What follows belongs to an exercise in optimizing a design on an open flow for small area, a short achievable clock period and few clock cycles; a production flow would make more cautious choices. The RTL was checked by simulation tests, not by an equivalence proof against the original design. Power figures rest on the tool's default switching activity, not on a simulated workload.

`config.mk`:
```
export PLATFORM = sky130hd
export DESIGN_NAME = mipsCore
export DESIGN_NICKNAME = mipsCore
export VERILOG_FILES = /design/flow/design.v
export SDC_FILE = /design/flow/constraint.sdc
export NUM_CORES = 4
export LEC_CHECK = 0
export CAP_MARGIN = 20
export CELL_PAD_IN_SITES_DETAIL_PLACEMENT = 2
export CELL_PAD_IN_SITES_GLOBAL_PLACEMENT = 3
export CORE_MARGIN = 2
export CORE_UTILIZATION = 30
export PLACE_DENSITY = 0.5
export SLEW_MARGIN = 20
```
`design.v`:
```
package mipsPkg;
  typedef logic [31:0] wordT;      
  typedef logic [4:0]  regAddrT;   
  typedef logic [31:0] addrT;      
  localparam int dmemWords = 64;   
  localparam logic [5:0] opRtype = 6'h00;
  localparam logic [5:0] opLw    = 6'h23;
  localparam logic [5:0] opSw    = 6'h2b;
  localparam logic [5:0] opBeq   = 6'h04;
  localparam logic [5:0] opAddiu = 6'h09;
  localparam logic [5:0] fnAddu = 6'h21;
  localparam logic [5:0] fnSubu = 6'h23;
  localparam logic [5:0] fnAnd  = 6'h24;
  localparam logic [5:0] fnOr   = 6'h25;
  localparam logic [5:0] fnSlt  = 6'h2a;
endpackage
`timescale 1ns/1ps
module regFile (
  input  logic             clk,
  input  logic             arstN,
  input  mipsPkg::regAddrT ra1,
  input  mipsPkg::regAddrT ra2,
  output mipsPkg::wordT    rd1,
  output mipsPkg::wordT    rd2,
  input  logic             we,
  input  mipsPkg::regAddrT wa,
  input  mipsPkg::wordT    wd
);
  mipsPkg::wordT regs [1:31];
  logic [31:1]   valid;
  always_ff @(posedge clk) begin
    for (int i = 1; i < 32; i++) begin
      if (we && (wa == 5'(i))) regs[i] <= wd;
    end
  end
  always_ff @(posedge clk or negedge arstN) begin
    if (!arstN) begin
      valid <= '0;
    end else begin
      for (int i = 1; i < 32; i++) begin
        if (we && (wa == 5'(i))) valid[i] <= 1'b1;
      end
    end
  end
  always_comb begin
    rd1 = '0;
    rd2 = '0;
    for (int i = 1; i < 32; i++) begin
      rd1 = rd1 | ({32{(ra1 == 5'(i)) && valid[i]}} & regs[i]);
      rd2 = rd2 | ({32{(ra2 == 5'(i)) && valid[i]}} & regs[i]);
    end
  end
endmodule
`timescale 1ns/1ps
module memoryStage (
  input  logic          clk,
  input  logic          arstN,
  input  logic [5:0]    idx,
  input  logic          we,
  input  mipsPkg::wordT wd,
  output mipsPkg::wordT rd
);
  mipsPkg::wordT              dmem [mipsPkg::dmemWords];
  logic [mipsPkg::dmemWords-1:0] written;
  always_ff @(posedge clk) begin
    for (int i = 0; i < mipsPkg::dmemWords; i++) begin
      if (we && (idx == 6'(i))) dmem[i] <= wd;
    end
  end
  always_ff @(posedge clk or negedge arstN) begin
    if (!arstN) begin
      written <= '0;
    end else begin
      for (int i = 0; i < mipsPkg::dmemWords; i++) begin
        if (we && (idx == 6'(i))) written[i] <= 1'b1;
      end
    end
  end
  always_comb begin
    rd = '0;
    for (int i = 0; i < mipsPkg::dmemWords; i++) begin
      rd = rd | ({32{(idx == 6'(i)) && written[i]}} & dmem[i]);
    end
  end
endmodule
`timescale 1ns/1ps
module mipsCore (
  input  logic             clk,
  input  logic             arstN,
  output mipsPkg::addrT    imemAddr,
  input  mipsPkg::wordT    imemData,
  output logic             wbValid,
  output mipsPkg::regAddrT wbReg,
  output mipsPkg::wordT    wbData
);
  logic [29:0] pcF;         
  logic [29:0] pcPlus1F;
  logic [29:0] targetF;     
  logic [16:0] loSumF;
  logic [13:0] hiF;
  logic [13:0] hiP1F;
  logic [13:0] hiM1F;
  logic        uncF;        
  logic        redirectE;
  logic [29:0] targetE;
  assign imemAddr = {pcF, 2'b00};
  assign pcPlus1F = pcF + 30'd1;
  assign loSumF = {1'b0, pcPlus1F[15:0]} + {1'b0, imemData[15:0]};
  assign hiF    = pcPlus1F[29:16];
  assign hiP1F  = hiF + 14'd1;
  assign hiM1F  = hiF - 14'd1;
  assign targetF[15:0]  = loSumF[15:0];
  assign targetF[29:16] = imemData[15] ? (loSumF[16] ? hiF : hiM1F)
                                       : (loSumF[16] ? hiP1F : hiF);
  assign uncF = (imemData[31:26] == mipsPkg::opBeq) && (imemData[25:21] == imemData[20:16]);
  always_ff @(posedge clk or negedge arstN) begin
    if (!arstN) begin
      pcF <= '0;
    end else begin
      pcF <= redirectE ? targetE : (uncF ? targetF : pcPlus1F);
    end
  end
  logic        fdValid;
  mipsPkg::wordT fdInstr;
  logic [29:0] fdTarget;
  always_ff @(posedge clk or negedge arstN) begin
    if (!arstN) begin
      fdValid <= 1'b0;
    end else begin
      fdValid <= !redirectE;
    end
  end
  always_ff @(posedge clk) begin
    fdInstr  <= imemData;
    fdTarget <= targetF;
  end
  logic [5:0] opD;
  logic [5:0] fnD;
  mipsPkg::regAddrT rsD;
  mipsPkg::regAddrT rtD;
  mipsPkg::regAddrT rdD;
  mipsPkg::regAddrT dstD;
  logic       isRD;
  logic       isAddiuD;
  logic       isLwD;
  logic       isSwD;
  logic       isBrD;
  logic       regWrD;
  logic       liveD;
  mipsPkg::wordT rf1D;
  mipsPkg::wordT rf2D;
  mipsPkg::wordT aD;
  mipsPkg::wordT bD;
  logic        deRegWr;
  logic        deLoad;
  logic        deStore;
  logic        deBranch;
  logic        deSub;      
  logic        deSelSum;   
  logic        deSelAnd;
  logic        deSelOr;
  logic        deSelSlt;
  logic        deUseImm;
  logic        deFwdA;
  logic        deFwdB;
  mipsPkg::regAddrT deDst;
  mipsPkg::wordT deA;
  mipsPkg::wordT deB;
  logic [15:0] deImm;
  logic [29:0] deTarget;
  logic        wValid;
  mipsPkg::regAddrT wDst;
  mipsPkg::wordT wData;
  assign opD = fdInstr[31:26];
  assign fnD = fdInstr[5:0];
  assign rsD = fdInstr[25:21];
  assign rtD = fdInstr[20:16];
  assign rdD = fdInstr[15:11];
  assign isRD     = (opD == mipsPkg::opRtype) &&
                    ((fnD == mipsPkg::fnAddu) || (fnD == mipsPkg::fnSubu) || (fnD == mipsPkg::fnAnd) ||
                     (fnD == mipsPkg::fnOr) || (fnD == mipsPkg::fnSlt));
  assign isAddiuD = (opD == mipsPkg::opAddiu);
  assign isLwD    = (opD == mipsPkg::opLw);
  assign isSwD    = (opD == mipsPkg::opSw);
  assign isBrD    = (opD == mipsPkg::opBeq) && (rsD != rtD);   
  assign dstD     = isRD ? rdD : rtD;
  assign regWrD   = (isRD || isAddiuD || isLwD) && (dstD != 5'd0);   
  assign liveD    = fdValid && !redirectE;
  regFile uRegFile (
    .clk(clk), .arstN(arstN),
    .ra1(rsD), .ra2(rtD), .rd1(rf1D), .rd2(rf2D),
    .we(wValid), .wa(wDst), .wd(wData)
  );
  assign aD = (wValid && (wDst == rsD)) ? wData : rf1D;
  assign bD = (wValid && (wDst == rtD)) ? wData : rf2D;
  always_ff @(posedge clk or negedge arstN) begin
    if (!arstN) begin
      deRegWr  <= 1'b0;
      deLoad   <= 1'b0;
      deStore  <= 1'b0;
      deBranch <= 1'b0;
    end else begin
      deRegWr  <= liveD && regWrD;
      deLoad   <= liveD && isLwD;
      deStore  <= liveD && isSwD;
      deBranch <= liveD && isBrD;
    end
  end
  always_ff @(posedge clk) begin
    deSub    <= isRD && ((fnD == mipsPkg::fnSubu) || (fnD == mipsPkg::fnSlt));
    deSelSum <= isAddiuD || (isRD && ((fnD == mipsPkg::fnAddu) || (fnD == mipsPkg::fnSubu)));
    deSelAnd <= isRD && (fnD == mipsPkg::fnAnd);
    deSelOr  <= isRD && (fnD == mipsPkg::fnOr);
    deSelSlt <= isRD && (fnD == mipsPkg::fnSlt);
    deUseImm <= isAddiuD;
    deFwdA   <= deRegWr && (deDst == rsD);
    deFwdB   <= deRegWr && (deDst == rtD);
    deDst    <= dstD;
    deA      <= aD;
    deB      <= bD;
    deImm    <= fdInstr[15:0];
    deTarget <= fdTarget;
  end
  mipsPkg::wordT aE;
  mipsPkg::wordT bE;
  mipsPkg::wordT immE;
  mipsPkg::wordT opBE;
  mipsPkg::wordT sumE;
  logic       sltE;
  logic [7:0] addrE;
  mipsPkg::wordT loadE;
  mipsPkg::wordT resultE;
  assign aE   = deFwdA ? wData : deA;
  assign bE   = deFwdB ? wData : deB;
  assign immE = {{16{deImm[15]}}, deImm};
  assign opBE = deUseImm ? immE : bE;
  assign sumE = aE + (deSub ? ~opBE : opBE) + {31'd0, deSub};
  assign sltE = (aE[31] != bE[31]) ? aE[31] : sumE[31];
  assign addrE = aE[7:0] + deImm[7:0];
  memoryStage uMemory (
    .clk(clk), .arstN(arstN),
    .idx(addrE[7:2]), .we(deStore), .wd(bE), .rd(loadE)
  );
  assign resultE = ({32{deSelSum}} & sumE) |
                   ({32{deSelAnd}} & (aE & bE)) |
                   ({32{deSelOr}}  & (aE | bE)) |
                   {31'd0, deSelSlt & sltE} |
                   ({32{deLoad}}   & loadE);
  assign redirectE = deBranch && (aE == bE);
  assign targetE   = deTarget;
  always_ff @(posedge clk or negedge arstN) begin
    if (!arstN) begin
      wValid <= 1'b0;
    end else begin
      wValid <= deRegWr;
    end
  end
  always_ff @(posedge clk) begin
    wDst  <= deDst;
    wData <= resultE;
  end
  assign wbValid = wValid;
  assign wbReg   = wDst;
  assign wbData  = wData;
endmodule
```
`constraint.sdc`:
```
create_clock -name core_clock -period 10.0 [get_ports {clk}]
set_input_delay 2.0000 -clock core_clock [delete_from_list [all_inputs] [get_ports {clk}]]
set_output_delay 2.0000 -clock core_clock [all_outputs]
set_load 0.01 [all_outputs]
```
`run.sh`:
```
#!/bin/bash
# synth_recipe.tcl (not shown) runs the flow's synth.tcl, then flattens the netlist and writes it again
# the make line also repeats each setting of config.mk as NAME=value (left out here)
make -C /OpenROAD-flow-scripts/flow DESIGN_CONFIG=/design/flow/config.mk WORK_HOME=/design/flow/orfs CLKGATE_MAP_FILE= SYNTH_SCRIPT=/design/flow/synth_recipe.tcl finish
```
==> impl_metrics.yaml, run 1 <==
placed_design:
  placed_cells: 14360
  portBuffers: 101
  dp.final_hpwl_um: 472300
  gp_congestion: 0.8730
  place_ws_ps: 2324
global_route:
  use_met1: 0.4815
  grt_max_degree: 67
  use_met2: 0.5081
  antenna_found_initial: 112
  grt_pass1_vias: 94640
  overflow: 0
  grt.met3_usage: 0.06456
  top_usage_layer: "met2"
  track_usage: 0.3356
  grt_pass1_wl_um: 991800
sta:
  worst_slew_pin_slew_ps: 1289
  hold_viol: 0
  slew_headroom: 0.1337
  setup_violations: 0
  rsz0062_at_grt: "false"
  fin_crit_ps: 7860
  fin_crit_sh: 0.7860
  tns_ps: 0
  skew_ps: 81.74
  final.setup.worst_slack_ps: 2140
  slew_viol_final: 0
  timing.fmax_mhz: 127.2
cts:
  cts_tree: "built"
  cts-root-buf: "clkbuf_16"
  cts_resized: 0
  cts_buffers: 401
  clk_latency_ps: 1050
  clockBufferDepth: 4
  cts_hold_buf: 0
  clk_pin_slew_ps: 60
  cts_max_level: 5
  clkSinkCount: 3393
  post_cts_buffers: 0
critical_path:
  crit_type: "register to register"
  path_depth: 15
  critPathBufInv: 3
  required_ps: 10800
  cp_cell_sequence: "mux2i_1 -> inv_1 -> ha_1 -> xnor2_2 -> nor2_1 -> mux2_2 -> and3_1 -> buf_4 -> and2_1 -> buf_4 -> a2111oi_0 -> o2111a_1 -> nand4_1 -> nor4_1 -> o21ai_0"
  crit_family: "simple AND/OR/NAND/NOR gates"
  arrival_ps: 8660
  cpMostUsedCell: "buf_4"
  slowest_delay_ps: 1020
  worst-path-max-fanout: 36
  endpoint_kind: "register"
  cp-start-kind: "register"
  slowest_stage: "nor4_1"
  r2r_cells: 15
run:
  drv_cap: 0
power_and_ir_drop:
  p_leak_nw: 52.40
  vdd_drop_max_mv: 0.1840
  powerDensity_nw_per_um2: 202.9
cells_and_area:
  final_nets: 9013
  drive_above_1_share: 0.1597
  area_growth_pct: 18.56
  fillCellCount: 43640
  most-common-layout-cells: "edfxtp_1, a22oi_1, buf_4"
  stdcell_count: 15140
  fin_util: 0.3567
  final_common_cell: "edfxtp_1"
synth:
  yosysSeqAreaShare: 0.7459
  ys_types: 80
  ys.flop_type: "edfxtp_1"
  synthArstFlopShare: 0.03861
  synth_area_per_cell_sq_um: 15.72
  synth_cells: 8444
  synth_seq_cells: 3393
  yosysWarnings: 5
  synth-edff-count: 3040
  synth_area_sq_um: 132700
floorplanning:
  die_w_um: 669.2
  die_y_um: 669.2
  start_util: 0.3009
  coreArea_sq_um: 441100
  ioPinCount: 104
  dieArea_sq_um: 447800
  rows: 244
drt:
  vias: 96170
  via_per_inst: 6.352
  drc_errors: 0
  dr.pass1.iters: 9
  wire_per_inst_um: 50.97
  drtIter0Drc: 16070
  routed_wl_um: 771800
  ant_nets: 0
worst_hold_path:
  min_path_type: "register to register"
  whs_path_depth: 0
outcome:
  outcome: "finished clean"
[Yosys cell counts, types with 20 or more instances]
cell,n,area (sq um)
nor3_1,110,550.5
xor2_1,61,534.3
o21ai_0,106,530.5
nand4_1,220,1376
a222oi_1,117,1171
nand3_1,236,1181
and2_1,33,206.5
ha_1,119,1489
a22oi_1,890,6681
mux2i_1,70,700.7
clkbuf_1,522,1959
a22o_1,419,3670
o2bb2ai_1,21,183.9
dfxtp_1,222,4444
a21o_1,20,150.1
nor2_1,274,1028
a21oi_1,231,1156
or2_2,87,544.3
a211oi_1,23,172.7
dfrtp_1,131,3278
a221oi_1,416,3643
edfxtp_1,3040,91290
nand2_1,215,807.0
buf_1,51,191.4
xnor2_1,107,937.2
inv_1,110,412.9
and3_1,180,1126
nor4_1,55,344.1
mux2_2,41,461.7
[state kept, by name, summed over array words and instances, names as in the netlist, 5 cells and up]
signal and count:
deA 32, uMemory.written 64, deDst 5, fdInstr 32, wDst 5, fdTarget 30
uRegFile.regs 992, pcF 30, deB 32, deImm 16, uRegFile.valid 31, uMemory.dmem 2048
wData 32, deTarget 30
[path summary, 6_finish.rpt]
kind / start / endpoint / slack (ps)
setup / recovery: wData[5] / wData[21] / 2140
hold / removal: fdTarget[4] / deTarget[4] / 300
setup reg to reg: wData[5] / wData[21] / 2140
hold reg to reg: fdTarget[4] / deTarget[4] / 300
max in group asynchronous: arstN / pcF[12] / 7090
min in group asynchronous: arstN / uMemory.written[16] / 1040
[layer usage]
metal / share of wire / vias to the layer above
met5: 0.00023 / -
met3: 0.087 / 1119
li1: - / 35720
met1: 0.44 / 53570
met2: 0.44 / 5742
met4: 0.037 / 28
[layout make-up]
cell class | instances | area (sq um) | share of cell area
repair buffers | 592 | 4950 | 0.03145
well taps | 5904 | 7387 | 0.04694
flip-flops and latches | 3393 | 99030 | 0.6293
diodes | 51 | 127.6 | 0.0008110
inverters | 111 | 416.7 | 0.002648
clock inverters | 199 | 2098 | 0.01333
multi-input cells | 4359 | 32440 | 0.2061
clock buffers | 531 | 10930 | 0.06943
[stage by stage]
stage | area [sq um] | hold WS, ps | power (mW)
floorplan | 132700 | 309.6 | 16.56
global placement | 143900 | 309.9 | 17.25
detailed placement | 144100 | 313.2 | 17.28
CTS | 157200 | 306.6 | 32.12
global route | 157300 | 323.8 | 32.70
finish | 157400 | 301.2 | 31.94
[worst reg2reg max path, cell delays in order (launching register included)]
cell and delay, ps:
dfxtp_2 830, mux2i_1 280, inv_1 220, ha_1 370
xnor2_2 840, nor2_1 190, mux2_2 560, and3_1 310
buf_4 210, and2_1 530, buf_4 400, a2111oi_0 910
o2111a_1 580, nand4_1 150, nor4_1 1020, o21ai_0 270
[cell families (layout without fill, tap and decap cells)]
| kind of cell | Yosys count | count (layout) | synth area share |
|---|---|---|---|
| other cells | 1 | 53 | 0.00002825 |
| compound gates | 2422 | 2422 | 0.1418 |
| buf+inv | 693 | 1433 | 0.01981 |
| fa+ha+maj | 121 | 121 | 0.01152 |
| mux | 112 | 112 | 0.008927 |
| flops | 3393 | 3393 | 0.7459 |
| xor+xnor | 168 | 168 | 0.01109 |
| simple gates | 1534 | 1534 | 0.06095 |
[where the power goes]
group,switching [mW],internal (mW),total (mW)
logic,0.892,0.411,1.30
registers,0.149,15.5,15.7
clock network,6.38,8.58,15.0
Testbench counts, summed over its fixed seeds: cycles 21,859.
==> run 2, diff against run 1 <==
--- a/design.v
+++ b/design.v
@@ -119,20 +119,6 @@
     end else begin
       pcF <= redirectE ? targetE : (uncF ? targetF : pcPlus1F);
     end
-  end
-  logic        fdValid;
-  mipsPkg::wordT fdInstr;
-  logic [29:0] fdTarget;
-  always_ff @(posedge clk or negedge arstN) begin
-    if (!arstN) begin
-      fdValid <= 1'b0;
-    end else begin
-      fdValid <= !redirectE;
-    end
-  end
-  always_ff @(posedge clk) begin
-    fdInstr  <= imemData;
-    fdTarget <= targetF;
   end
   logic [5:0] opD;
   logic [5:0] fnD;
@@ -171,21 +157,21 @@
   logic        wValid;
   mipsPkg::regAddrT wDst;
   mipsPkg::wordT wData;
-  assign opD = fdInstr[31:26];
-  assign fnD = fdInstr[5:0];
-  assign rsD = fdInstr[25:21];
-  assign rtD = fdInstr[20:16];
-  assign rdD = fdInstr[15:11];
+  assign opD = imemData[31:26];
+  assign fnD = imemData[5:0];
+  assign rsD = imemData[25:21];
+  assign rtD = imemData[20:16];
+  assign rdD = imemData[15:11];
   assign isRD     = (opD == mipsPkg::opRtype) &&
                     ((fnD == mipsPkg::fnAddu) || (fnD == mipsPkg::fnSubu) || (fnD == mipsPkg::fnAnd) ||
                      (fnD == mipsPkg::fnOr) || (fnD == mipsPkg::fnSlt));
   assign isAddiuD = (opD == mipsPkg::opAddiu);
   assign isLwD    = (opD == mipsPkg::opLw);
   assign isSwD    = (opD == mipsPkg::opSw);
-  assign isBrD    = (opD == mipsPkg::opBeq) && (rsD != rtD);   
+  assign isBrD    = (opD == mipsPkg::opBeq) && !uncF;   
   assign dstD     = isRD ? rdD : rtD;
   assign regWrD   = (isRD || isAddiuD || isLwD) && (dstD != 5'd0);   
-  assign liveD    = fdValid && !redirectE;
+  assign liveD    = !redirectE;   
   regFile uRegFile (
     .clk(clk), .arstN(arstN),
     .ra1(rsD), .ra2(rtD), .rd1(rf1D), .rd2(rf2D),
@@ -218,8 +204,8 @@
     deDst    <= dstD;
     deA      <= aD;
     deB      <= bD;
-    deImm    <= fdInstr[15:0];
-    deTarget <= fdTarget;
+    deImm    <= imemData[15:0];
+    deTarget <= targetF;
   end
   mipsPkg::wordT aE;
   mipsPkg::wordT bE;
--- a/config.mk
+++ b/config.mk
@@ -11,4 +11,5 @@
 export CORE_MARGIN = 2
 export CORE_UTILIZATION = 30
 export PLACE_DENSITY = 0.5
+export SETUP_SLACK_MARGIN = 5
 export SLEW_MARGIN = 20
==> impl_metrics.yaml, run 2 <==
sta:
  slew_headroom: 0.1212
  setup_violations: 0
  slew_viol_final: 0
  fin_crit_sh: 0.5358
  timing.fmax_mhz: 186.6
  hold_viol: 0
  rsz0062_at_grt: "true"
  skew_ps: 99.87
  tns_ps: 0
  worst_slew_pin_slew_ps: 1313
  fin_crit_ps: 5358
critical_path:
  r2r_cells: 16
  required_ps: 10830
  critPathBufInv: 5
  cp-start-kind: "register"
  crit_family: "compound AO/OA/AOI/OAI gates"
  arrival_ps: 6180
  regToRegSetupSlack_ps: 4640
  slowest_stage: "nand4_1"
  cp_cell_sequence: "buf_12 -> mux2i_1 -> buf_4 -> inv_4 -> ha_4 -> nand4_1 -> o2111a_2 -> a21o_4 -> mux2i_4 -> buf_4 -> nor3_4 -> buf_8 -> a222oi_1 -> nand4_1 -> nor4_2 -> a31oi_1"
  worst-path-max-fanout: 10
  crit_type: "register to register"
  slowest_delay_ps: 850
  endpoint_kind: "register"
  reg2reg_to: "wData[8]"
  r2r-start: "wData[1]"
power_and_ir_drop:
  vdd_drop_max_mv: 0.1474
  p_leak_nw: 54.67
  powerDensity_nw_per_um2: 194.4
  power_mw: 31.53
cells_and_area:
  final_common_cell: "edfxtp_1"
  fin_util: 0.3712
  most-common-layout-cells: "edfxtp_1, a22oi_1, buf_4"
  largest_reg_flops: 2048
  drive_above_1_share: 0.2263
  top_regs: "uMemory.dmem (2048), uRegFile.regs (992), uMemory.written (64)"
  area_growth_pct: 23.47
  final_nets: 9266
  regMostFlops: "uMemory.dmem"
run:
  drv_cap: 0
cts:
  clk_pin_slew_ps: 60
  cts_max_level: 5
  clockBufferDepth: 4
  clk_latency_ps: 1060
  cts-root-buf: "clkbuf_16"
  clkSinkCount: 3330
  cts_buffers: 394
  cts_tree: "built"
floorplanning:
  ioPinCount: 104
  dieArea_sq_um: 443200
  start_util: 0.3006
  die_y_um: 665.7
  die_w_um: 665.7
  rows: 243
  coreArea_sq_um: 436900
worst_hold_path:
  min_from: "deDst[3]"
  min_path_type: "register to register"
  whs_path_depth: 0
  whs_endpoint: "wDst[3]"
synth:
  synth.area.top_cells: "edfxtp_1, a22oi_1, dfrtp_1"
  synth_area_sq_um: 131400
  synth_seq_cells: 3330
  synth-edff-count: 3040
  ys_types: 95
  yosysWarnings: 5
  synth_area_per_cell_sq_um: 15.73
  synth_common_cells: "edfxtp_1, a22oi_1, clkbuf_1"
  synthArstFlopShare: 0.03904
  synth_cells: 8348
  ys.flop_type: "edfxtp_1"
  synth.most_common_cell: "edfxtp_1"
  yosysSeqAreaShare: 0.7441
  yosysTopAreaCellShare: 0.6950
  yosys.area.top_type: "edfxtp_1"
drt:
  routed_wl_um: 845900
  drc_errors: 0
  ant_nets: 0
  wire_per_inst_um: 55.52
  via_per_inst: 6.684
  drtIter0Drc: 20810
  dr.pass1.iters: 9
  vias: 101800
placed_design:
  gp_congestion: 0.8844
  portBuffers: 101
  dp.final_hpwl_um: 524000
outcome:
  outcome: "finished clean"
global_route:
  grt_max_degree: 68
  overflow: 0
  antenna_found_initial: 119
  grt_pass1_wl_um: 1067000
  track_usage: 0.3696
  grt_pass1_vias: 96870
run 2: cells by family (layout without fill, tap and decap cells):
logic type	Yosys count	count (layout)	share of synthesized area
multiplexers	119	122	0.009735
other	1	37	0.00002855
AND/OR/NAND/NOR	1524	1524	0.06119
flip-flops	3330	3330	0.7441
AO/OA/AOI/OAI	2410	2410	0.1425
XOR/XNOR	159	159	0.01071
buffers and inverters	684	1775	0.02007
adder cells (fa/ha/maj)	121	121	0.01164
run 2: per-stage QoR:
step	instances	hold WS, ps	setup WS, ps	instance area [sq um]
4_1_cts	15110	406.7	4803	160300
6_report	15240	407.7	4642	162200
3_3_place_gp	14150	396.3	783.1	142800
3_5_place_dp	14170	397.2	2842	143100
2_1_floorplan	8349	358.8	4701	131500
5_1_grt	15200	417.8	4727	162100
run 2: worst max path at each step:
stage | from | cells past startpoint | to
floorplan | deFwdA | 17 | uMemory.dmem[34][0]
global placement | wData[3] | 14 | wData[20]
detailed placement | wData[2] | 13 | wData[10]
CTS | deFwdA | 16 | wData[21]
global route | wData[1] | 17 | wData[8]
finish | wData[1] | 16 | wData[8]
run 2: per-layer routing:
metal / up-vias / GRT usage / wire length, um
met5: - / 0 / 177
met4: 28 / 0.1313 / 35130
met3: 1381 / 0.09413 / 99900
met2: 7749 / 0.5269 / 351600
met1: 56600 / 0.5402 / 359000
li1: 36070 / - / -
run 2: repair_timing:
item | 4_1_cts | 5_1_grt
gates resized for setup | 539 | 192
pin swaps | 130 | 96
cloned | 11 | 5
hold buffers | 0 | 0
setup endpoints to repair | 2141 | 161
buffers inserted | 208 | 79
run 2: cell type report:
cell class / instances / area (sq um)
clock buffers: 511 / 10670
well taps: 5757 / 7203
repair buffers: 946 / 9473
multi-input cells: 4338 / 34610
flip-flops and latches: 3330 / 97780
clock inverters: 217 / 1962
fillers: 42680 / 274700
diodes: 35 / 87.58
repair inverters: 1 / 5.005
inverters: 100 / 391.6
run 2: power breakdown:
| group | switching [mW] | leakage [nW] | internal, mW |
|---|---|---|---|
| clock | 6.31 | 6.19 | 8.27 |
| combinational | 1.08 | 17.2 | 0.498 |
| sequential | 0.129 | 31.2 | 15.2 |
| total | 7.52 | 54.7 | 24.0 |
Testbench counts of run 2, summed over its fixed seeds: cycles 21,075.
==> run 3, diff against run 2 <==
--- a/design.v
+++ b/design.v
@@ -60,7 +60,7 @@
   input  mipsPkg::wordT wd,
   output mipsPkg::wordT rd
 );
-  mipsPkg::wordT              dmem [mipsPkg::dmemWords];
+  mipsPkg::wordT                 dmem [mipsPkg::dmemWords];
   logic [mipsPkg::dmemWords-1:0] written;
   always_ff @(posedge clk) begin
     for (int i = 0; i < mipsPkg::dmemWords; i++) begin
@@ -103,6 +103,7 @@
   logic        uncF;        
   logic        redirectE;
   logic [29:0] targetE;
+  logic        stallD;
   assign imemAddr = {pcF, 2'b00};
   assign pcPlus1F = pcF + 30'd1;
   assign loSumF = {1'b0, pcPlus1F[15:0]} + {1'b0, imemData[15:0]};
@@ -116,47 +117,59 @@
   always_ff @(posedge clk or negedge arstN) begin
     if (!arstN) begin
       pcF <= '0;
-    end else begin
-      pcF <= redirectE ? targetE : (uncF ? targetF : pcPlus1F);
-    end
-  end
-  logic [5:0] opD;
-  logic [5:0] fnD;
+    end else if (redirectE) begin
+      pcF <= targetE;
+    end else if (!stallD) begin
+      pcF <= uncF ? targetF : pcPlus1F;
+    end
+  end
+  logic [5:0]       opD;
+  logic [5:0]       fnD;
   mipsPkg::regAddrT rsD;
   mipsPkg::regAddrT rtD;
   mipsPkg::regAddrT rdD;
   mipsPkg::regAddrT dstD;
-  logic       isRD;
-  logic       isAddiuD;
-  logic       isLwD;
-  logic       isSwD;
-  logic       isBrD;
-  logic       regWrD;
-  logic       liveD;
-  mipsPkg::wordT rf1D;
-  mipsPkg::wordT rf2D;
-  mipsPkg::wordT aD;
-  mipsPkg::wordT bD;
-  logic        deRegWr;
-  logic        deLoad;
-  logic        deStore;
-  logic        deBranch;
-  logic        deSub;      
-  logic        deSelSum;   
-  logic        deSelAnd;
-  logic        deSelOr;
-  logic        deSelSlt;
-  logic        deUseImm;
-  logic        deFwdA;
-  logic        deFwdB;
+  logic             isRD;
+  logic             isAddiuD;
+  logic             isLwD;
+  logic             isSwD;
+  logic             isBrD;
+  logic             regWrD;
+  logic             usesRsD;
+  logic             usesRtD;
+  logic             liveD;
+  mipsPkg::wordT    rf1D;
+  mipsPkg::wordT    rf2D;
+  mipsPkg::wordT    aD;
+  mipsPkg::wordT    bD;
+  logic             deRegWr;
+  logic             deLoad;
+  logic             deStore;
+  logic             deBranch;
+  logic             deSub;      
+  logic             deSelSum;   
+  logic             deSelAnd;
+  logic             deSelOr;
+  logic             deSelSlt;
+  logic             deUseImm;
+  logic             deFwdA;
+  logic             deFwdB;
   mipsPkg::regAddrT deDst;
-  mipsPkg::wordT deA;
-  mipsPkg::wordT deB;
-  logic [15:0] deImm;
-  logic [29:0] deTarget;
-  logic        wValid;
+  mipsPkg::wordT    deA;
+  mipsPkg::wordT    deB;
+  logic [15:0]      deImm;
+  logic [29:0]      deTarget;
+  logic             wRegWr;
+  logic             wLoad;
+  logic             wStore;
   mipsPkg::regAddrT wDst;
-  mipsPkg::wordT wData;
+  mipsPkg::wordT    wData;     
+  logic [5:0]       wIdx;      
+  mipsPkg::wordT    loadW;
+  mipsPkg::wordT    resultW;
+  logic             oValid;
+  mipsPkg::regAddrT oDst;
+  mipsPkg::wordT    oData;
   assign opD = imemData[31:26];
   assign fnD = imemData[5:0];
   assign rsD = imemData[25:21];
@@ -171,14 +184,18 @@
   assign isBrD    = (opD == mipsPkg::opBeq) && !uncF;   
   assign dstD     = isRD ? rdD : rtD;
   assign regWrD   = (isRD || isAddiuD || isLwD) && (dstD != 5'd0);   
-  assign liveD    = !redirectE;   
+  assign usesRsD  = isRD || isAddiuD || isLwD || isSwD || isBrD;
+  assign usesRtD  = isRD || isSwD || isBrD;
+  assign stallD = deLoad && deRegWr &&
+                  ((usesRsD && (deDst == rsD)) || (usesRtD && (deDst == rtD)));
+  assign liveD  = !redirectE && !stallD;   
   regFile uRegFile (
     .clk(clk), .arstN(arstN),
     .ra1(rsD), .ra2(rtD), .rd1(rf1D), .rd2(rf2D),
-    .we(wValid), .wa(wDst), .wd(wData)
+    .we(wRegWr), .wa(wDst), .wd(resultW)
   );
-  assign aD = (wValid && (wDst == rsD)) ? wData : rf1D;
-  assign bD = (wValid && (wDst == rtD)) ? wData : rf2D;
+  assign aD = (wRegWr && (wDst == rsD)) ? resultW : rf1D;
+  assign bD = (wRegWr && (wDst == rtD)) ? resultW : rf2D;
   always_ff @(posedge clk or negedge arstN) begin
     if (!arstN) begin
       deRegWr  <= 1'b0;
@@ -212,9 +229,8 @@
   mipsPkg::wordT immE;
   mipsPkg::wordT opBE;
   mipsPkg::wordT sumE;
-  logic       sltE;
-  logic [7:0] addrE;
-  mipsPkg::wordT loadE;
+  logic          sltE;
+  logic [7:0]    addrE;
   mipsPkg::wordT resultE;
   assign aE   = deFwdA ? wData : deA;
   assign bE   = deFwdB ? wData : deB;
@@ -223,29 +239,46 @@
   assign sumE = aE + (deSub ? ~opBE : opBE) + {31'd0, deSub};
   assign sltE = (aE[31] != bE[31]) ? aE[31] : sumE[31];
   assign addrE = aE[7:0] + deImm[7:0];
-  memoryStage uMemory (
-    .clk(clk), .arstN(arstN),
-    .idx(addrE[7:2]), .we(deStore), .wd(bE), .rd(loadE)
-  );
   assign resultE = ({32{deSelSum}} & sumE) |
                    ({32{deSelAnd}} & (aE & bE)) |
                    ({32{deSelOr}}  & (aE | bE)) |
                    {31'd0, deSelSlt & sltE} |
-                   ({32{deLoad}}   & loadE);
+                   ({32{deStore}}  & bE);
   assign redirectE = deBranch && (aE == bE);
   assign targetE   = deTarget;
   always_ff @(posedge clk or negedge arstN) begin
     if (!arstN) begin
-      wValid <= 1'b0;
-    end else begin
-      wValid <= deRegWr;
+      wRegWr <= 1'b0;
+      wLoad  <= 1'b0;
+      wStore <= 1'b0;
+    end else begin
+      wRegWr <= deRegWr;
+      wLoad  <= deLoad;
+      wStore <= deStore;
     end
   end
   always_ff @(posedge clk) begin
     wDst  <= deDst;
     wData <= resultE;
-  end
-  assign wbValid = wValid;
-  assign wbReg   = wDst;
-  assign wbData  = wData;
+    wIdx  <= addrE[7:2];
+  end
+  memoryStage uMemory (
+    .clk(clk), .arstN(arstN),
+    .idx(wIdx), .we(wStore), .wd(wData), .rd(loadW)
+  );
+  assign resultW = wLoad ? loadW : wData;
+  always_ff @(posedge clk or negedge arstN) begin
+    if (!arstN) begin
+      oValid <= 1'b0;
+    end else begin
+      oValid <= wRegWr;
+    end
+  end
+  always_ff @(posedge clk) begin
+    oDst  <= wDst;
+    oData <= resultW;
+  end
+  assign wbValid = oValid;
+  assign wbReg   = oDst;
+  assign wbData  = oData;
 endmodule
==> flow/run.sh (new file) <==
#!/bin/bash
# Standard ORFS layout, with repair_timing asked for a larger setup margin than the
# 10 ns constraint needs, so that it keeps improving the critical paths, and plain
# buffers (not delay cells) on the ports.
set -euo pipefail
bash standard.sh SETUP_SLACK_MARGIN=6.4 TNS_END_PERCENT=100 \
  'BUFFER_PORTS_ARGS=-buffer_cell sky130_fd_sc_hd__buf_4' finish > standard_flow.log 2>&1
==> standard.sh (new file) <==
#!/bin/bash
# synth_recipe.tcl (not shown) runs the flow's synth.tcl, then flattens the netlist and writes it again
# the make line also repeats each setting of config.mk as NAME=value (left out here)
make -C /OpenROAD-flow-scripts/flow DESIGN_CONFIG=/design/flow/config.mk WORK_HOME=/design/flow/orfs CLKGATE_MAP_FILE= SYNTH_SCRIPT=/design/flow/synth_recipe.tcl "${@:-finish}"
--- a/config.mk
+++ b/config.mk
@@ -11,5 +11,4 @@
 export CORE_MARGIN = 2
 export CORE_UTILIZATION = 30
 export PLACE_DENSITY = 0.5
-export SETUP_SLACK_MARGIN = 5
 export SLEW_MARGIN = 20
removed: run.sh
==> impl_metrics.yaml, run 3 <==
worst_hold_path:
  min_path_type: "register to register"
critical_path:
  required_ps: 10720
  arrival_ps: 4890
  critical_path.endpoint: "uRegFile.regs[16][18]"
  regToRegSetupSlack_ps: 5830
  r2r_cells: 20
  slowest_stage: "or4_4"
  r2r-start: "wIdx[5]"
  endpoint_kind: "register"
  worst-path-max-fanout: 8
  slowest_delay_ps: 550
  cp-start-kind: "register"
  cp_cell_sequence: "buf_12 -> buf_6 -> buf_12 -> nor2_4 -> buf_12 -> and2_4 -> buf_6 -> buf_6 -> buf_6 -> buf_6 -> buf_6 -> a32oi_4 -> nor2_4 -> a221oi_2 -> o2111ai_2 -> or4_4 -> o32ai_4 -> buf_12 -> clkinvlp_4 -> clkbuf_16"
  reg2reg_to: "uRegFile.regs[16][18]"
  cpMostUsedCell: "buf_6"
  critPathBufInv: 12
  crit_family: "buffers and inverters"
  crit_type: "register to register"
  path_depth: 20
  crit_start: "wIdx[5]"
sta:
  final.setup.worst_slack_ps: 5829
  slew_viol_final: 0
  skew_ps: 56.67
  worst_slew_pin_slew_ps: 1290
  rsz0062_at_grt: "true"
  fin_crit_sh: 0.4171
  fin_crit_ps: 4171
  slew_headroom: 0.1400
  hold_viol: 0
  timing.fmax_mhz: 239.8
  tns_ps: 0
  setup_violations: 0
drt:
  wire_per_inst_um: 54.49
  vias: 101400
  ant_nets: 0
  drtIter0Drc: 15260
  dr.pass1.iters: 10
  drc_errors: 0
  via_per_inst: 6.432
  routed_wl_um: 858800
global_route:
  antenna_found_initial: 51
  overflow: 0
  grt_pass1_wl_um: 1087000
  grt_pass1_vias: 100500
  track_usage: 0.3745
  grt_max_degree: 68
synth:
  synth_common_cells: "edfxtp_1, a221oi_1, a22o_1"
  yosys.area.top_type: "edfxtp_1"
  synthArstFlopShare: 0.03940
  yosysSeqAreaShare: 0.7476
  ys.flop_type: "edfxtp_1"
  synth_area_per_cell_sq_um: 16.09
  synth_seq_cells: 3376
  yosysWarnings: 5
  yosysTopAreaCellShare: 0.6916
  synth.most_common_cell: "edfxtp_1"
  synth.area.top_cells: "edfxtp_1, a221oi_1, a22o_1"
  synth-edff-count: 3040
  synth_cells: 8204
  synth_area_sq_um: 132000
  ys_types: 82
floorplanning:
  start_util: 0.3013
  die_w_um: 667.3
  die_y_um: 667.3
  coreArea_sq_um: 438100
  rows: 243
  ioPinCount: 104
  dieArea_sq_um: 445300
cells_and_area:
  stdcell_count: 15760
  final_common_cell: "edfxtp_1"
  drive_above_1_share: 0.3398
  regMostFlops: "uMemory.dmem"
  final_nets: 9616
  area_growth_pct: 31.96
  most-common-layout-cells: "edfxtp_1, buf_4, a22o_1"
  fin_util: 0.3976
  largest_reg_flops: 2048
  top_regs: "uMemory.dmem (2048), uRegFile.regs (992), uMemory.written (64)"
power_and_ir_drop:
  vdd_drop_max_mv: 0.1342
  powerDensity_nw_per_um2: 186.7
  power_mw: 32.52
  p_leak_nw: 61.24
cts:
  cts_hold_buf: 0
  clk_pin_slew_ps: 60
  cts_tree: "built"
  clkSinkCount: 3376
  clockBufferDepth: 4
  cts-root-buf: "clkbuf_16"
  clk_latency_ps: 1020
  cts_buffers: 396
  cts_max_level: 5
placed_design:
  place_ws_ps: 4109
  dp.final_hpwl_um: 480300
  placed_cells: 14060
  portBuffers: 101
  gp_congestion: 0.8632
run:
  drv_cap: 0
outcome:
  outcome: "finished clean"
run 3: cell types whose count changed after synthesis, moves of 30 or more:
cell and delta:
and2_1 -45, nor2_1 -89, nand3_1 -69, a21oi_1 -30, a32oi_1 +34, a221oi_1 +365, a22oi_1 -638, nand2_1 -45
dfxtp_1 +43, nand4_1 +88, a22o_1 +294
run 3: through the flow:
| step | hold WS, ps | cell area [sq um] |
|---|---|---|
| floorplan | 329.0 | 134500 |
| global placement | 386.3 | 144000 |
| detailed placement | 391.6 | 144100 |
| CTS | 403.6 | 171000 |
| global route | 413.8 | 174100 |
| finish | 401.7 | 174200 |
run 3: cell type report:
type	instances	area (sq um)
inverter	123	581.8
antenna	88	220.2
multi-input combinational	4125	37580
timing repair buffer	1402	16360
clock inverter	203	1989
timing repair inverter	37	277.8
sequential	3376	98870
tap	5880	7357
fill	41850	263900
clock buffer	527	10930
run 3: worst min-delay path by stage:
| stage | to | slack (ps) | startpoint | cells past startpoint |
|---|---|---|---|---|
| after CTS | wDst[2] | 400 | deDst[2] | 0 |
| after detailed placement | wDst[2] | 390 | deDst[2] | 0 |
| after global placement | wDst[3] | 390 | deDst[3] | 0 |
| after global routing | wDst[2] | 410 | deDst[2] | 0 |
| final | wDst[2] | 400 | deDst[2] | 0 |
| after floorplan | oDst[2] | 330 | wDst[2] | 0 |
run 3: kinds of logic (layout without fill, tap and decap cells):
kind of cell / count (synthesis) / in the layout / share of synthesized area
AOI/OAI and AO/OA: 2413 / 2413 / 0.1476
xor gates and xnor gates: 152 / 152 / 0.01009
muxes: 104 / 104 / 0.008313
and+or+nand+nor: 1331 / 1333 / 0.05452
buffers and inverters: 706 / 2292 / 0.02026
other: 1 / 90 / 0.00002841
DFF: 3376 / 3376 / 0.7476
adders and majority gates: 121 / 121 / 0.01158
run 3: per-layer routing:
metal | vias up | wire [um] | share of wire | track usage
li1 | 37090 | - | - | -
met3 | 1887 | 67760 | 0.079 | 0.06445
met5 | - | 91 | 0.00011 | 0
met4 | 14 | 69780 | 0.081 | 0.2468
met2 | 6278 | 397200 | 0.46 | 0.6046
met1 | 56110 | 324000 | 0.38 | 0.4620
run 3: worst reg2reg max path, cell delays in order (launching register included):
cell and delay [ps]:
dfxtp_4 360, buf_12 130, buf_6 110, buf_12 90
nor2_4 40, buf_12 140, and2_4 180, buf_6 110
buf_6 100, buf_6 110, buf_6 110, buf_6 120
a32oi_4 190, nor2_4 70, a221oi_2 260, o2111ai_2 270
or4_4 550, o32ai_4 330, buf_12 190, clkinvlp_4 200
clkbuf_16 210
run 3: what timing repair did:
item,in CTS,in global routing
setup endpoints to repair,2091,1220
pin swaps,297,209
gates resized for setup,1429,389
setup buffers,663,129
gates cloned,76,11
run 3: report_power, final:
group / internal, mW / switching, mW / total, mW
sequential: 15.3 / 0.183 / 15.5
combinational: 0.951 / 1.15 / 2.10
clock: 8.57 / 6.35 / 14.9
total: 24.8 / 7.68 / 32.5
Testbench counts of run 3, summed over its fixed seeds: cycles 21,294.
==> run 4, diff against run 3 <==
--- a/design.v
+++ b/design.v
@@ -52,19 +52,44 @@
   end
 endmodule
 `timescale 1ns/1ps
+module executeStage (
+  input  logic [7:0]                    base,
+  input  logic [7:0]                    off,
+  output logic [mipsPkg::dmemWords-1:0] sel
+);
+  logic [7:0] p;
+  logic [7:0] g;
+  logic       c2;   
+  assign p  = base ^ off;
+  assign g  = base & off;
+  assign c2 = g[1] | (p[1] & g[0]);
+  always_comb begin
+    for (int k = 0; k < mipsPkg::dmemWords; k++) begin
+      logic [7:2] kb;
+      logic       m;
+      kb = 6'(k);
+      m  = (p[2] ^ c2) == kb[2];
+      for (int i = 3; i < 8; i++) begin
+        m = m & ((p[i] ^ (g[i-1] | (p[i-1] & !kb[i-1]))) == kb[i]);
+      end
+      sel[k] = m;
+    end
+  end
+endmodule
+`timescale 1ns/1ps
 module memoryStage (
-  input  logic          clk,
-  input  logic          arstN,
-  input  logic [5:0]    idx,
-  input  logic          we,
-  input  mipsPkg::wordT wd,
-  output mipsPkg::wordT rd
+  input  logic                          clk,
+  input  logic                          arstN,
+  input  logic [mipsPkg::dmemWords-1:0] sel,
+  input  logic                          we,
+  input  mipsPkg::wordT                 wd,
+  output mipsPkg::wordT                 rd
 );
   mipsPkg::wordT                 dmem [mipsPkg::dmemWords];
   logic [mipsPkg::dmemWords-1:0] written;
   always_ff @(posedge clk) begin
     for (int i = 0; i < mipsPkg::dmemWords; i++) begin
-      if (we && (idx == 6'(i))) dmem[i] <= wd;
+      if (we && sel[i]) dmem[i] <= wd;
     end
   end
   always_ff @(posedge clk or negedge arstN) begin
@@ -72,14 +97,14 @@
       written <= '0;
     end else begin
       for (int i = 0; i < mipsPkg::dmemWords; i++) begin
-        if (we && (idx == 6'(i))) written[i] <= 1'b1;
+        if (we && sel[i]) written[i] <= 1'b1;
       end
     end
   end
   always_comb begin
     rd = '0;
     for (int i = 0; i < mipsPkg::dmemWords; i++) begin
-      rd = rd | ({32{(idx == 6'(i)) && written[i]}} & dmem[i]);
+      rd = rd | ({32{sel[i] && written[i]}} & dmem[i]);
     end
   end
 endmodule
@@ -164,7 +189,7 @@
   logic             wStore;
   mipsPkg::regAddrT wDst;
   mipsPkg::wordT    wData;     
-  logic [5:0]       wIdx;      
+  logic [63:0]      wSel;      
   mipsPkg::wordT    loadW;
   mipsPkg::wordT    resultW;
   logic             oValid;
@@ -192,10 +217,12 @@
   regFile uRegFile (
     .clk(clk), .arstN(arstN),
     .ra1(rsD), .ra2(rtD), .rd1(rf1D), .rd2(rf2D),
-    .we(wRegWr), .wa(wDst), .wd(resultW)
+    .we(oValid), .wa(oDst), .wd(oData)
   );
-  assign aD = (wRegWr && (wDst == rsD)) ? resultW : rf1D;
-  assign bD = (wRegWr && (wDst == rtD)) ? resultW : rf2D;
+  assign aD = (wRegWr && (wDst == rsD)) ? resultW :
+              (oValid && (oDst == rsD)) ? oData : rf1D;
+  assign bD = (wRegWr && (wDst == rtD)) ? resultW :
+              (oValid && (oDst == rtD)) ? oData : rf2D;
   always_ff @(posedge clk or negedge arstN) begin
     if (!arstN) begin
       deRegWr  <= 1'b0;
@@ -230,7 +257,7 @@
   mipsPkg::wordT opBE;
   mipsPkg::wordT sumE;
   logic          sltE;
-  logic [7:0]    addrE;
+  logic [63:0]   selE;
   mipsPkg::wordT resultE;
   assign aE   = deFwdA ? wData : deA;
   assign bE   = deFwdB ? wData : deB;
@@ -238,7 +265,7 @@
   assign opBE = deUseImm ? immE : bE;
   assign sumE = aE + (deSub ? ~opBE : opBE) + {31'd0, deSub};
   assign sltE = (aE[31] != bE[31]) ? aE[31] : sumE[31];
-  assign addrE = aE[7:0] + deImm[7:0];
+  executeStage uAddr (.base(aE[7:0]), .off(deImm[7:0]), .sel(selE));
   assign resultE = ({32{deSelSum}} & sumE) |
                    ({32{deSelAnd}} & (aE & bE)) |
                    ({32{deSelOr}}  & (aE | bE)) |
@@ -260,11 +287,11 @@
   always_ff @(posedge clk) begin
     wDst  <= deDst;
     wData <= resultE;
-    wIdx  <= addrE[7:2];
+    wSel  <= selE;
   end
   memoryStage uMemory (
     .clk(clk), .arstN(arstN),
-    .idx(wIdx), .we(wStore), .wd(wData), .rd(loadW)
+    .sel(wSel), .we(wStore), .wd(wData), .rd(loadW)
   );
   assign resultW = wLoad ? loadW : wData;
   always_ff @(posedge clk or negedge arstN) begin
==> flow/run.sh (replaced) <==
#!/bin/bash
# Standard ORFS layout, with repair_timing asked for a larger setup margin than the
# 10 ns constraint needs, so that it keeps improving the critical paths, and plain
# buffers (not delay cells) on the ports.
set -euo pipefail
bash standard.sh SETUP_SLACK_MARGIN=6.3 TNS_END_PERCENT=100 \
  'BUFFER_PORTS_ARGS=-buffer_cell sky130_fd_sc_hd__buf_4' finish > standard_flow.log 2>&1
==> impl_metrics.yaml, run 4 <==
power_and_ir_drop:
  p_leak_nw: 53.61
  powerDensity_nw_per_um2: 198.7
  p_int_mw: 25.05
  swShare: 0.2321
  seqPwrFrac: 0.482
  clockPowerShare: 0.465
  combinationalPowerShare: 0.053
  switchingPower_mw: 7.574
  vdd_drop_max_mv: 0.1418
synth:
  synth_common_cells: "edfxtp_1, a22oi_1, clkbuf_1"
  ys.flop_type: "edfxtp_1"
  synth-edff-count: 3040
  synth.most_common_cell: "edfxtp_1"
  synth_area_per_cell_sq_um: 15.49
  yosysTopAreaCellShare: 0.6812
  synth_area_sq_um: 134000
  yosys.area.top_type: "edfxtp_1"
  synth_seq_cells: 3434
  yosysSeqAreaShare: 0.7450
  synth.area.top_cells: "edfxtp_1, a22oi_1, dfxtp_1"
  ys_types: 85
  yosysWarnings: 6
  synthArstFlopShare: 0.03873
  synth_cells: 8651
global_route:
  grt_pass1_wl_um: 1031000
  grt_pass1_vias: 98660
  grt_max_degree: 68
  track_usage: 0.3455
  antenna_found_initial: 68
  overflow: 0
cells_and_area:
  largest_reg_flops: 2048
  most-common-layout-cells: "edfxtp_1, a22oi_1, buf_4"
  stdcell_count: 15510
  fin_util: 0.3689
  top_regs: "uMemory.dmem (2048), uRegFile.regs (992)"
  final_nets: 9375
  multi_input_area_sq_um: 34550
  area_growth_pct: 22.52
  fillCellCount: 43830
  regMostFlops: "uMemory.dmem"
  final_common_cell: "edfxtp_1"
  regArea_sq_um: 100100
  drive_above_1_share: 0.2293
drt:
  dr.pass1.iters: 7
  ant_nets: 0
  dr_wl_met3_um: 60210
  via_per_inst: 6.343
  routed_wl_um: 807900
  vias: 98380
  routed.top_layer: "met5"
  wire_per_inst_um: 52.09
  met2_length_um: 383300
  drtIter0Drc: 14740
  wl_met1_um: 322900
  drc_errors: 0
floorplanning:
  die_w_um: 672.4
  start_util: 0.3011
  rows: 245
  coreArea_sq_um: 445100
  dieArea_sq_um: 452100
  die_y_um: 672.4
  ioPinCount: 104
critical_path:
  critPathBufInv: 0
  worst-path-max-fanout: 4
  cp-start-kind: "register"
  cp_cell_sequence: "mux2_2 -> mux2i_1 -> xnor2_1 -> ha_1 -> a21o_1 -> or4_4 -> o21ai_4 -> o41ai_4 -> or4_1 -> o211ai_1 -> o2111ai_1"
  slowest_stage: "dfxtp_1"
  required_ps: 10800
  crit_type: "register to register"
  crit_family: "compound AO/OA/AOI/OAI gates"
  endpoint_kind: "register"
  arrival_ps: 4880
  slowest_delay_ps: 770
cts:
  clk_latency_ps: 1020
  clkSinkCount: 3434
  cts_tree: "built"
  clk_pin_slew_ps: 60
  cts_buffers: 406
  clockBufferDepth: 4
  cts-root-buf: "clkbuf_16"
  cts_max_level: 5
sta:
  rsz0062_at_grt: "true"
  fin_crit_ps: 4082
  hold_viol: 0
  skew_ps: 73.01
  slew_headroom: 0.1828
  fin_crit_sh: 0.4082
  worst_slew_pin_slew_ps: 1223
  setup_violations: 0
  slew_viol_final: 0
  timing.fmax_mhz: 245.0
  hold_ws_ps: 402.6
  tns_ps: 0
run:
  drv_cap: 0
worst_hold_path:
  min_path_type: "register to register"
outcome:
  outcome: "finished clean"
placed_design:
  placed_cells: 14460
  gp_congestion: 0.8336
  dp.final_hpwl_um: 453200
  portBuffers: 101
-- run 4: kinds of logic (layout without fill, tap and decap cells) --
family | after synthesis | after routing | synth area share
buffers and inverters | 744 | 1649 | 0.02110
adders and majority gates | 126 | 126 | 0.01188
other | 1 | 24 | 0.00002798
muxes | 95 | 95 | 0.007488
AOI/OAI and AO/OA | 2442 | 2442 | 0.1388
DFF | 3434 | 3434 | 0.7450
xor gates and xnor gates | 176 | 176 | 0.01150
and+or+nand+nor | 1633 | 1636 | 0.06422
-- run 4: final cells by class --
cell class | instances | area share
inverters | 121 | 0.002865
flip-flops and latches | 3434 | 0.6094
multi-input cells | 4477 | 0.2104
well taps | 5928 | 0.04517
repair buffers | 775 | 0.05119
clock buffers | 536 | 0.06767
diodes | 22 | 0.0003353
clock inverters | 217 | 0.01296
-- run 4: final timing paths --
check	start	end	slack (ps)	cells after the start
setup / recovery	deB[10]	wData[0]	5920	11
hold / removal	deDst[3]	wDst[3]	400	0
setup reg to reg	deB[10]	wData[0]	5920	11
hold reg to reg	deDst[3]	wDst[3]	400	0
max in group asynchronous	arstN	oValid	6870	3
min in group asynchronous	arstN	uMemory.written[30]	940	1
-- run 4: metal layers --
layer | vias to the layer above | global-route usage
met3 | 1548 | 0.05129
met1 | 54550 | 0.4500
met4 | 10 | 0.1451
met5 | - | 0
li1 | 36550 | -
met2 | 5731 | 0.5751
-- run 4: power groups by stage --
stage | clock network, mW | logic, mW | registers, mW
after CTS | 15.3 | 1.49 | 15.7
after global placement | 0 | 1.20 | 16.0
final | 15.2 | 1.73 | 15.7
after floorplan | 0 | 0.734 | 16.0
after detailed placement | 0 | 1.21 | 16.0
after global routing | 15.8 | 1.86 | 15.7
-- run 4: timing repair --
item / 4_1_cts / 5_1_grt
pin swaps: 75 / 108
resized for setup: 543 / 278
endpoints found under the setup margin: 211 / 122
cloned: 37 / 4
setup buffers: 138 / 100
hold buffers: 0 / 0
-- run 4: through the flow --
step	total power, mW	setup slack, ps	instance area (sq um)
4_1_cts	32.52	5744	162100
2_1_floorplan	16.69	5519	135900
5_1_grt	33.37	5823	164100
6_report	32.63	5918	164200
3_5_place_dp	17.25	4591	144500
3_3_place_gp	17.24	4548	144400
Testbench counts of run 4, summed over its fixed seeds: cycles 21,294.
==> run 5, diff against run 4 <==
--- a/design.v
+++ b/design.v
@@ -129,7 +129,9 @@
   logic        redirectE;
   logic [29:0] targetE;
   logic        stallD;
-  assign imemAddr = {pcF, 2'b00};
+  logic [29:0] pcNextF;
+  logic [29:0] pcOut;       
+  assign imemAddr = {pcOut, 2'b00};
   assign pcPlus1F = pcF + 30'd1;
   assign loSumF = {1'b0, pcPlus1F[15:0]} + {1'b0, imemData[15:0]};
   assign hiF    = pcPlus1F[29:16];
@@ -139,15 +141,17 @@
   assign targetF[29:16] = imemData[15] ? (loSumF[16] ? hiF : hiM1F)
                                        : (loSumF[16] ? hiP1F : hiF);
   assign uncF = (imemData[31:26] == mipsPkg::opBeq) && (imemData[25:21] == imemData[20:16]);
+  assign pcNextF = redirectE ? targetE : stallD ? pcF : uncF ? targetF : pcPlus1F;
   always_ff @(posedge clk or negedge arstN) begin
     if (!arstN) begin
       pcF <= '0;
-    end else if (redirectE) begin
-      pcF <= targetE;
-    end else if (!stallD) begin
-      pcF <= uncF ? targetF : pcPlus1F;
+    end else begin
+      pcF <= pcNextF;
     end
   end
+  always_ff @(posedge clk) begin
+    pcOut <= arstN ? pcNextF : '0;
+  end
   logic [5:0]       opD;
   logic [5:0]       fnD;
   mipsPkg::regAddrT rsD;
@@ -176,13 +180,14 @@
   logic             deSelAnd;
   logic             deSelOr;
   logic             deSelSlt;
-  logic             deUseImm;
   logic             deFwdA;
   logic             deFwdB;
+  logic             deFwdBAlu;   
   mipsPkg::regAddrT deDst;
   mipsPkg::wordT    deA;
   mipsPkg::wordT    deB;
-  logic [15:0]      deImm;
+  mipsPkg::wordT    deBAlu;      
+  logic [7:0]       deImm;     
   logic [29:0]      deTarget;
   logic             wRegWr;
   logic             wLoad;
@@ -192,9 +197,9 @@
   logic [63:0]      wSel;      
   mipsPkg::wordT    loadW;
   mipsPkg::wordT    resultW;
-  logic             oValid;
-  mipsPkg::regAddrT oDst;
-  mipsPkg::wordT    oData;
+  logic             oValidOut;   
+  mipsPkg::regAddrT oDstOut;
+  mipsPkg::wordT    oDataOut;
   assign opD = imemData[31:26];
   assign fnD = imemData[5:0];
   assign rsD = imemData[25:21];
@@ -217,12 +222,10 @@
   regFile uRegFile (
     .clk(clk), .arstN(arstN),
     .ra1(rsD), .ra2(rtD), .rd1(rf1D), .rd2(rf2D),
-    .we(oValid), .wa(oDst), .wd(oData)
+    .we(wRegWr), .wa(wDst), .wd(resultW)
   );
-  assign aD = (wRegWr && (wDst == rsD)) ? resultW :
-              (oValid && (oDst == rsD)) ? oData : rf1D;
-  assign bD = (wRegWr && (wDst == rtD)) ? resultW :
-              (oValid && (oDst == rtD)) ? oData : rf2D;
+  assign aD = (wRegWr && (wDst == rsD)) ? resultW : rf1D;
+  assign bD = (wRegWr && (wDst == rtD)) ? resultW : rf2D;
   always_ff @(posedge clk or negedge arstN) begin
     if (!arstN) begin
       deRegWr  <= 1'b0;
@@ -242,28 +245,29 @@
     deSelAnd <= isRD && (fnD == mipsPkg::fnAnd);
     deSelOr  <= isRD && (fnD == mipsPkg::fnOr);
     deSelSlt <= isRD && (fnD == mipsPkg::fnSlt);
-    deUseImm <= isAddiuD;
     deFwdA   <= deRegWr && (deDst == rsD);
     deFwdB   <= deRegWr && (deDst == rtD);
     deDst    <= dstD;
     deA      <= aD;
     deB      <= bD;
-    deImm    <= imemData[15:0];
+    deBAlu   <= isAddiuD ? {{16{imemData[15]}}, imemData[15:0]} :
+                (isRD && ((fnD == mipsPkg::fnSubu) || (fnD == mipsPkg::fnSlt))) ? ~bD : bD;
+    deFwdBAlu <= deRegWr && (deDst == rtD) && !isAddiuD;
+    deImm    <= imemData[7:0];
     deTarget <= targetF;
   end
   mipsPkg::wordT aE;
   mipsPkg::wordT bE;
-  mipsPkg::wordT immE;
-  mipsPkg::wordT opBE;
+  mipsPkg::wordT opBE;   
   mipsPkg::wordT sumE;
+  logic          sumLsbE;   
   logic          sltE;
   logic [63:0]   selE;
   mipsPkg::wordT resultE;
   assign aE   = deFwdA ? wData : deA;
   assign bE   = deFwdB ? wData : deB;
-  assign immE = {{16{deImm[15]}}, deImm};
-  assign opBE = deUseImm ? immE : bE;
-  assign sumE = aE + (deSub ? ~opBE : opBE) + {31'd0, deSub};
+  assign opBE = deFwdBAlu ? (wData ^ {32{deSub}}) : deBAlu;
+  assign {sumE, sumLsbE} = {aE, 1'b1} + {opBE, deSub};   
   assign sltE = (aE[31] != bE[31]) ? aE[31] : sumE[31];
   executeStage uAddr (.base(aE[7:0]), .off(deImm[7:0]), .sel(selE));
   assign resultE = ({32{deSelSum}} & sumE) |
@@ -294,18 +298,12 @@
     .sel(wSel), .we(wStore), .wd(wData), .rd(loadW)
   );
   assign resultW = wLoad ? loadW : wData;
-  always_ff @(posedge clk or negedge arstN) begin
-    if (!arstN) begin
-      oValid <= 1'b0;
-    end else begin
-      oValid <= wRegWr;
-    end
-  end
   always_ff @(posedge clk) begin
-    oDst  <= wDst;
-    oData <= resultW;
-  end
-  assign wbValid = oValid;
-  assign wbReg   = oDst;
-  assign wbData  = oData;
+    oValidOut <= arstN && wRegWr;
+    oDstOut   <= wDst;
+    oDataOut  <= resultW;
+  end
+  assign wbValid = oValidOut;
+  assign wbReg   = oDstOut;
+  assign wbData  = oDataOut;
 endmodule
==> flow/run.sh (replaced) <==
#!/bin/bash
# Standard ORFS layout, with repair_timing asked for a larger setup margin than the
# 10 ns constraint needs, so that it keeps improving the critical paths, and plain
# buffers (not delay cells) on the ports.
set -euo pipefail
bash standard.sh SETUP_SLACK_MARGIN=6.4 TNS_END_PERCENT=100 \
  'BUFFER_PORTS_ARGS=-buffer_cell sky130_fd_sc_hd__buf_4' finish > standard_flow.log 2>&1
--- a/config.mk
+++ b/config.mk
@@ -10,5 +10,7 @@
 export CELL_PAD_IN_SITES_GLOBAL_PLACEMENT = 3
 export CORE_MARGIN = 2
 export CORE_UTILIZATION = 30
+export CTS_CLUSTER_DIAMETER = 120
+export CTS_CLUSTER_SIZE = 20
 export PLACE_DENSITY = 0.5
 export SLEW_MARGIN = 20
==> impl_metrics.yaml, run 5 <==
sta:
  final.setup.worst_slack_ps: 5778
  setup_violations: 0
  worst_slew_pin_slew_ps: 1144
  rsz0062_at_grt: "true"
  slew_headroom: 0.2352
  hold_viol: 0
  hold_ws_ps: 419.2
  skew_ps: 86.63
  tns_ps: 0
  fin_crit_sh: 0.4222
  timing.fmax_mhz: 236.9
  slew_viol_final: 0
  fin_crit_ps: 4222
worst_hold_path:
  min_from: "deDst[0]"
  whs_path_depth: 0
  min_path_type: "register to register"
  whs_endpoint: "wDst[0]"
floorplanning:
  coreArea_sq_um: 448800
  die_w_um: 675.0
  die_y_um: 675.0
  ioPinCount: 104
  dieArea_sq_um: 455600
  start_util: 0.3010
  rows: 246
synth:
  synth-edff-count: 3040
  synth_area_per_cell_sq_um: 15.87
  synth_area_sq_um: 135100
  yosysSeqAreaShare: 0.7472
  synth_cells: 8513
  ys_types: 81
  synth.area.top_cells: "edfxtp_1, dfxtp_1, a22oi_1"
  yosysWarnings: 6
  synthArstFlopShare: 0.03784
  yosys.area.top_type: "edfxtp_1"
  ys.flop_type: "edfxtp_1"
  synth_common_cells: "edfxtp_1, a22oi_1, a221oi_1"
  synth.most_common_cell: "edfxtp_1"
  yosysTopAreaCellShare: 0.6759
  synth_seq_cells: 3488
critical_path:
  endpoint_kind: "register"
  arrival_ps: 5010
  crit_type: "input port to register"
  cp-start-kind: "input port"
  r2r-start: "pcF[1]"
  r2r_cells: 18
  required_ps: 10790
  regToRegSetupSlack_ps: 5840
  worst-path-max-fanout: 5
  reg2reg_to: "pcOut[24]"
cts:
  cts_tree: "built"
  cts-root-buf: "clkbuf_16"
  cts_max_level: 4
  cts_buffers: 199
  clk_latency_ps: 1020
  cts_hold_buf: 0
  clockBufferDepth: 4
  clk_pin_slew_ps: 90
  clkSinkCount: 3488
cells_and_area:
  final_nets: 9170
  fin_util: 0.3577
  largest_reg_flops: 2048
  most-common-layout-cells: "edfxtp_1, a22oi_1, buf_4"
  fin_area_sq_um: 160500
  area_growth_pct: 18.86
  regMostFlops: "uMemory.dmem"
  drive_above_1_share: 0.2427
  final_common_cell: "edfxtp_1"
  top_regs: "uMemory.dmem (2048), uRegFile.regs (992)"
run:
  drv_cap: 0
drt:
  wire_per_inst_um: 53.86
  routed_wl_um: 813900
  dr.pass1.iters: 8
  vias: 97270
  via_per_inst: 6.437
  ant_nets: 0
  drtIter0Drc: 14570
  drc_errors: 0
power_and_ir_drop:
  powerDensity_nw_per_um2: 163.9
  vdd_drop_max_mv: 0.1378
  p_leak_nw: 58.62
global_route:
  grt_pass1_vias: 96500
  grt_max_degree: 69
  grt_pass1_wl_um: 1033000
  use_met1: 0.4518
  antenna_found_initial: 69
  use_met2: 0.5718
  top_usage_layer: "met2"
  grt.met3_usage: 0.05133
  track_usage: 0.3463
  overflow: 0
placed_design:
  place_area_sq_um: 146200
  portBuffers: 101
  place_ws_ps: 4089
  dp.final_hpwl_um: 469800
  gp_congestion: 0.8708
outcome:
  outcome: "finished clean"
run 5: cell count changes in the layout (fill, tap and decap cells not counted), sizes merged, moves of 34 or more:
| cell | change |
|---|---|
| buf | +134 |
| a22oi | -586 |
| bufinv | -37 |
| dfxtp | +55 |
| nand2 | -75 |
| nand3 | -86 |
| a221oi | +288 |
| clkinv | -149 |
| a22o | +297 |
| o21ai | -58 |
| clkbuf | -231 |
| clkinvlp | +34 |
run 5: worst max-delay path by stage:
stage / startpoint / slack [ps] / cells after the start / endpoint
2_1_floorplan: imemData[0] / 5090 / 13 / pcOut[24]
3_3_place_gp: imemData[0] / 4040 / 13 / pcOut[26]
3_5_place_dp: imemData[19] / 4090 / 10 / deBAlu[11]
4_1_cts: pcF[7] / 5800 / 15 / pcOut[24]
5_1_grt: pcF[12] / 5600 / 17 / pcOut[26]
6_report: imemData[0] / 5780 / 14 / pcOut[24]
run 5: cell type report:
cell class / instances / area (sq um)
well taps: 5952 / 7447
repair inverters: 24 / 172.7
clock buffers: 295 / 5466
clock inverters: 14 / 123.9
diodes: 42 / 105.1
inverters: 119 / 548.0
repair buffers: 892 / 9145
multi-input cells: 4285 / 36520
fillers: 44210 / 288200
flip-flops and latches: 3488 / 101000
run 5: metal layers:
layer,up-vias,part of all wire
met2,5703,0.47
met5,-,0.00025
met3,1425,0.072
li1,35910,-
met1,54220,0.40
met4,10,0.054
run 5: stage by stage:
step                      power (mW)  instances
after global routing           26.95      15090
after floorplan                16.80       8514
final                          26.31      15110
after global placement         17.21      14320
after CTS                      26.25      14860
after detailed placement       17.22      14320
run 5: timing repair:
| item | 4_1_cts | 5_1_grt |
|---|---|---|
| gates cloned | 35 | 15 |
| gates resized for setup | 658 | 308 |
| setup buffers | 199 | 190 |
| pin swaps | 111 | 131 |
| setup endpoints to repair | 1195 | 791 |
run 5: critical path, stage by stage:
cell      delay (ps)
buf_12           110
ha_4             160
fa_2             380
a211o_1          330
a211o_1          300
nand4_1          120
nand4_1          130
buf_6            160
and2_4           170
mux2_4           350
o31a_1           310
o21ai_2          190
xor2_2           190
a211oi_2          90
run 5: cell families after synthesis:
group,share of synthesized area
other,0.00002776
AND/OR/NAND/NOR,0.05902
buffers and inverters,0.02074
adder cells (fa/ha/maj),0.01188
XOR/XNOR,0.01258
AO/OA/AOI/OAI,0.1418
flip-flops,0.7472
multiplexers,0.006762
run 5: report_power, final:
part	switching (mW)	internal, mW	leakage, nW	total (mW)
sequential	0.154	15.7	38.9	15.9
combinational	0.765	0.606	17.0	1.37
clock	5.25	3.80	2.70	9.05
total	6.17	20.1	58.6	26.3
Testbench counts of run 5, summed over its fixed seeds: cycles 21,294.

-- separate check: timing with driven ports --
The results above use ideal ports. As a check the final layouts listed here were re-extracted and re-timed, cells and wires unchanged. Step 1 sets driving cells, clkbuf_16 on the clock port and buf_2 on the other inputs (assumed; they add their load-dependent delay and slew). Step 2, shift: input delay + t, output delay - t, t = (earliest + latest rising clock arrival at the registers) / 2. This alone moves slack from input paths to output paths. Slacks: no drivers / after step 1 / after step 2; pairs: no drivers / after step 1.
run | shift t [ns] | slack for setup (ns) | worst setup path after step 2 | cell pins on the clock port's net
run 1 | 1.123 | 2.140 / 2.140 / 2.140 | register to register | 1
run 2 | 1.134 | 4.642 / 4.642 / 3.890 | input to register | 1
run 3 | 1.123 | 5.829 / 5.829 / 5.154 | input to register | 1
run 4 | 1.103 | 5.918 / 5.918 / 5.045 | input to register | 1
run 5 | 1.100 | 5.778 / 5.828 / 4.728 | input to register | 1
After both steps setup and hold are still met in every run listed. The setup slack of run 5, which loses most, moves by +0.050 ns with the drivers and by -1.050 ns with both steps.
